Source: an optimization exercise on an open RTL-to-GDS flow (aim: small area). Production flows keep margins and buffers that such runs may drop. RTL that was checked went through simulation tests only; none was proved equivalent to the original. No activity file was given, so power comes from the tool's default toggle rates.

==> flow/design.v (excerpt) <==
module rvv_backend_div_rs #(
  parameter int DEPTH     = rvv_backend_div_rs_pkg::DIV_RS_DEPTH,
  parameter int PUSH_NUM  = 2,
  parameter int POP_NUM   = rvv_backend_div_rs_pkg::NUM_DIV
) (
  input  logic                                            clk,
  input  logic                                            rst_n,
  input  logic                                            trap_flush_rvv,
  input  logic [PUSH_NUM-1:0]                             push,
  input  logic [PUSH_NUM*rvv_backend_div_rs_pkg::DIV_RS_W-1:0] push_data,
  output logic                                            fifo_full,
  output logic [PUSH_NUM-1:1]                             fifo_almost_full,
  input  logic [POP_NUM-1:0]                              pop,
  output logic [POP_NUM*rvv_backend_div_rs_pkg::DIV_RS_W-1:0]  pop_data,
  output logic                                            fifo_empty,
  output logic [POP_NUM-1:1]                              fifo_almost_empty,
  output logic [$clog2(DEPTH):0]                          remain
);
  localparam int DW = rvv_backend_div_rs_pkg::DIV_RS_W;
  logic [2:0]        r_wrPtr;
  logic [2:0]        r_rdPtr;
  logic [3:0]        r_count;
  logic [3:0][DW-1:0] r_even;    
  logic [3:0][DW-1:0] r_odd;     
  logic push1, push2, pop1, pop2;
  always_comb begin
    push1 = push[0] & (r_count != 4'd8);
    push2 = push[0] & push[1] & (r_count < 4'd7);
    pop1  = pop[0] & (r_count != 4'd0);
    pop2  = pop[0] & pop[1] & (r_count > 4'd1);
  end
  logic [1:0] npush, npop;
  assign npush = {push2, push1 & ~push2};
  assign npop  = {pop2,  pop1  & ~pop2};
  always_ff @(posedge clk or negedge rst_n) begin
    if (!rst_n) begin
      r_wrPtr <= '0;
      r_rdPtr <= '0;
      r_count <= '0;
    end else if (trap_flush_rvv) begin
      r_wrPtr <= '0;
      r_rdPtr <= '0;
      r_count <= '0;
    end else begin
      r_wrPtr <= r_wrPtr + 3'(npush);
      r_rdPtr <= r_rdPtr + 3'(npop);
  ...
==> module rvv_backend_div_rs, before the edit <==
module rvv_backend_div_rs #(
  parameter int DEPTH     = rvv_backend_div_rs_pkg::DIV_RS_DEPTH,
  parameter int PUSH_NUM  = 2,
  parameter int POP_NUM   = rvv_backend_div_rs_pkg::NUM_DIV
) (
  input  logic                                            clk,
  input  logic                                            rst_n,
  input  logic                                            trap_flush_rvv,
  input  logic [PUSH_NUM-1:0]                             push,
  input  logic [PUSH_NUM*rvv_backend_div_rs_pkg::DIV_RS_W-1:0] push_data,
  output logic                                            fifo_full,
  output logic [PUSH_NUM-1:1]                             fifo_almost_full,
  input  logic [POP_NUM-1:0]                              pop,
  output logic [POP_NUM*rvv_backend_div_rs_pkg::DIV_RS_W-1:0]  pop_data,
  output logic                                            fifo_empty,
  output logic [POP_NUM-1:1]                              fifo_almost_empty,
  output logic [$clog2(DEPTH):0]                          remain
);
  localparam int DW = rvv_backend_div_rs_pkg::DIV_RS_W;
  logic [2:0]        r_wrPtr;
  logic [2:0]        r_rdPtr;
  logic [3:0]        r_count;
  logic [3:0][DW-1:0] r_even;    
  logic [3:0][DW-1:0] r_odd;     
  logic push1, push2, pop1, pop2;
  always_comb begin
    push1 = push[0] & (r_count != 4'd8);
    push2 = push[0] & push[1] & (r_count < 4'd7);
    pop1  = pop[0] & (r_count != 4'd0);
    pop2  = pop[0] & pop[1] & (r_count > 4'd1);
  end
  logic [1:0] npush, npop;
  assign npush = {push2, push1 & ~push2};
  assign npop  = {pop2,  pop1  & ~pop2};
  always_ff @(posedge clk or negedge rst_n) begin
    if (!rst_n) begin
      r_wrPtr <= '0;
      r_rdPtr <= '0;
      r_count <= '0;
    end else if (trap_flush_rvv) begin
      r_wrPtr <= '0;
      r_rdPtr <= '0;
      r_count <= '0;
    end else begin
      r_wrPtr <= r_wrPtr + 3'(npush);
      r_rdPtr <= r_rdPtr + 3'(npop);
      r_count <= r_count + 4'(npush) - 4'(npop);
    end
  end
  logic [DW-1:0] w_evenIn, w_oddIn;
  assign w_evenIn = ~(r_wrPtr[0] ? push_data[DW +: DW] : push_data[0 +: DW]);
  assign w_oddIn  = ~(r_wrPtr[0] ? push_data[0 +: DW]  : push_data[DW +: DW]);
  logic [1:0] w_row0, w_row1;
  assign w_row0 = r_wrPtr[2:1];
  assign w_row1 = r_wrPtr[0] ? r_wrPtr[2:1] + 2'd1 : r_wrPtr[2:1];
  logic [3:0] w_evenWe, w_oddWe;
  always_comb begin
    for (int k = 0; k < 4; k++) begin
      w_evenWe[k] = ~trap_flush_rvv & (r_wrPtr[0] ? (push2 & (w_row1 == 2'(k)))
                                                  : (push1 & (w_row0 == 2'(k))));
      w_oddWe[k]  = ~trap_flush_rvv & (r_wrPtr[0] ? (push1 & (w_row0 == 2'(k)))
                                                  : (push2 & (w_row1 == 2'(k))));
    end
  end
  for (genvar k = 0; k < 4; k++) begin : g_mem
    always_ff @(posedge clk) begin
      if (w_evenWe[k]) r_even[k] <= w_evenIn;
      if (w_oddWe[k])  r_odd[k]  <= w_oddIn;
    end
  end
  logic [1:0] r_evenRow, r_oddRow;
  assign r_oddRow  = r_rdPtr[2:1];
  assign r_evenRow = r_rdPtr[2:1] + 2'(r_rdPtr[0]);
  logic [3:0] w_evenSel, w_oddSel;
  always_comb begin
    for (int k = 0; k < 4; k++) begin
      w_evenSel[k] = (r_evenRow == 2'(k));
      w_oddSel[k]  = (r_oddRow  == 2'(k));
    end
  end
  logic [DW-1:0] w_evenOut, w_oddOut;
  always_comb begin
    w_evenOut = '0;
    w_oddOut  = '0;
    for (int k = 0; k < 4; k++) begin
      w_evenOut = w_evenOut | ({DW{w_evenSel[k]}} & r_even[k]);
      w_oddOut  = w_oddOut  | ({DW{w_oddSel[k]}}  & r_odd[k]);
    end
  end
  assign pop_data[0  +: DW] = ~(r_rdPtr[0] ? w_oddOut  : w_evenOut);
  assign pop_data[DW +: DW] = ~(r_rdPtr[0] ? w_evenOut : w_oddOut);
  assign fifo_full            = (r_count == 4'd8);
  assign fifo_empty           = (r_count == 4'd0);
  assign remain               = r_count;
  assign fifo_almost_full[1]  = (r_count >= 4'd7);
  assign fifo_almost_empty[1] = (r_count <= 4'd1);
endmodule
export LEC_CHECK = 0
export CAP_MARGIN = 20
export CORE_MARGIN = 2
export CORE_UTILIZATION = 65
export SLEW_MARGIN = 20
create_clock -name core_clock -period 5.0 [get_ports {clk}]
standard.sh (not shown) runs the stock make flow with config.mk's settings and CLKGATE_MAP_FILE= SYNTH_SCRIPT=/design/flow/synth_recipe.tcl, a recipe that flattens the netlist after the stock synthesis.
==> flow/flow/run.sh <==
#!/bin/bash
# Standard ORFS layout (standard.sh, unchanged synthesis) with area-oriented
# settings: small port buffers and smaller clock buffers without dummy loads.
set -uo pipefail
export BUFFER_PORTS_ARGS="-buffer_cell sky130_fd_sc_hd__buf_1"
export CTS_ARGS="-sink_clustering_enable -repair_clock_nets -dont_use_dummy_load -buf_list {sky130_fd_sc_hd__clkbuf_4 sky130_fd_sc_hd__clkbuf_8} -sink_clustering_size 20 -sink_clustering_max_diameter 80"
bash standard.sh > standard.log 2>&1
The first run passed the timing, design-rule and antenna checks.
Then changed:
--- a/flow/design.v
+++ b/flow/design.v
@@ -41,32 +41,38 @@
 );
   localparam int DW = rvv_backend_div_rs_pkg::DIV_RS_W;
-  logic [2:0]        r_wrPtr;
+  logic [2:0]        r_wrPtr;   
   logic [2:0]        r_rdPtr;
   logic [3:0]        r_count;
   logic [3:0][DW-1:0] r_even;    
   logic [3:0][DW-1:0] r_odd;     
+  logic w_full, w_empty, w_almostFull, w_almostEmpty;
+  assign w_full        = r_count[3];
+  assign w_empty       = ~|r_count;
+  assign w_almostFull  = r_count[3] | (&r_count[2:0]);
+  assign w_almostEmpty = ~r_count[3] & ~r_count[2] & ~r_count[1];
   logic push1, push2, pop1, pop2;
-  always_comb begin
-    push1 = push[0] & (r_count != 4'd8);
-    push2 = push[0] & push[1] & (r_count < 4'd7);
-    pop1  = pop[0] & (r_count != 4'd0);
-    pop2  = pop[0] & pop[1] & (r_count > 4'd1);
-  end
-  logic [1:0] npush, npop;
-  assign npush = {push2, push1 & ~push2};
-  assign npop  = {pop2,  pop1  & ~pop2};
+  assign push1 = push[0] & ~w_full;
+  assign push2 = push[0] & push[1] & ~w_almostFull;
+  assign pop1  = pop[0] & ~w_empty;
+  assign pop2  = pop[0] & pop[1] & ~w_almostEmpty;
+  assign r_wrPtr = r_rdPtr + r_count[2:0];
+  function automatic logic [2:0] ptr_adv(input logic [2:0] p, input logic one, input logic two);
+    logic inc1, cy;
+    inc1 = one & ~two;
+    cy   = two | (inc1 & p[0]);
+    ptr_adv = {p[2] ^ (cy & p[1]), p[1] ^ cy, p[0] ^ inc1};
+  endfunction
+  logic [3:0] w_countNext;
+  assign w_countNext = r_count + {2'b00, push2, push1 & ~push2} - {2'b00, pop2, pop1 & ~pop2};
   always_ff @(posedge clk or negedge rst_n) begin
     if (!rst_n) begin
-      r_wrPtr <= '0;
       r_rdPtr <= '0;
       r_count <= '0;
     end else if (trap_flush_rvv) begin
-      r_wrPtr <= '0;
       r_rdPtr <= '0;
       r_count <= '0;
     end else begin
-      r_wrPtr <= r_wrPtr + 3'(npush);
-      r_rdPtr <= r_rdPtr + 3'(npop);
-      r_count <= r_count + 4'(npush) - 4'(npop);
+      r_rdPtr <= ptr_adv(r_rdPtr, pop1, pop2);
+      r_count <= w_countNext;
     end
   end
@@ -113,8 +119,8 @@
   assign pop_data[0  +: DW] = ~(r_rdPtr[0] ? w_oddOut  : w_evenOut);
   assign pop_data[DW +: DW] = ~(r_rdPtr[0] ? w_evenOut : w_oddOut);
-  assign fifo_full            = (r_count == 4'd8);
-  assign fifo_empty           = (r_count == 4'd0);
+  assign fifo_full            = w_full;
+  assign fifo_empty           = w_empty;
   assign remain               = r_count;
-  assign fifo_almost_full[1]  = (r_count >= 4'd7);
-  assign fifo_almost_empty[1] = (r_count <= 4'd1);
+  assign fifo_almost_full[1]  = w_almostFull;
+  assign fifo_almost_empty[1] = w_almostEmpty;
 endmodule
What happened: The new run completed with no timing, DRC or antenna violations. Global-route usage goes down by 0.37 points. Fmax shrinks by 2.6%. Utilization goes down by 0.33 points. Power goes up by about 13%. Wire length goes down by about 2.4%. Final cell count shrinks by 0.60%. Sequential power came out higher by 11%. Worst setup slack got worse by 0.11 ns. Non-clock buffer count rose by 3. Clock-buffer cell count shrinks by 1.
No functional check of the RTL was part of the first run of this note.

port drivers added, routing unchanged:
How much do the figures lean on ideal ports? The routed layouts below were timed once more, with nothing changed but the port constraints. Step 1, drivers: a clkbuf_16 drives clk and a buf_2 each remaining input, both assumed. Step 2, shift: input delay + t, output delay - t, t = (earliest + latest rising clock arrival at the registers) / 2. This alone moves slack from input paths to output paths. Three values: no drivers, after step 1, after step 2; two values: the first two.
| run | t, ns | setup slack, ns | worst data-port slew with drivers (ns) |
|---|---|---|---|
| the first run | 0.595 | 1.011 / 0.958 / 1.548 | 0.10 |
| the second run | 0.621 | 0.903 / 0.852 / 1.472 | 0.10 |
After both steps setup and hold are still met in every run listed.
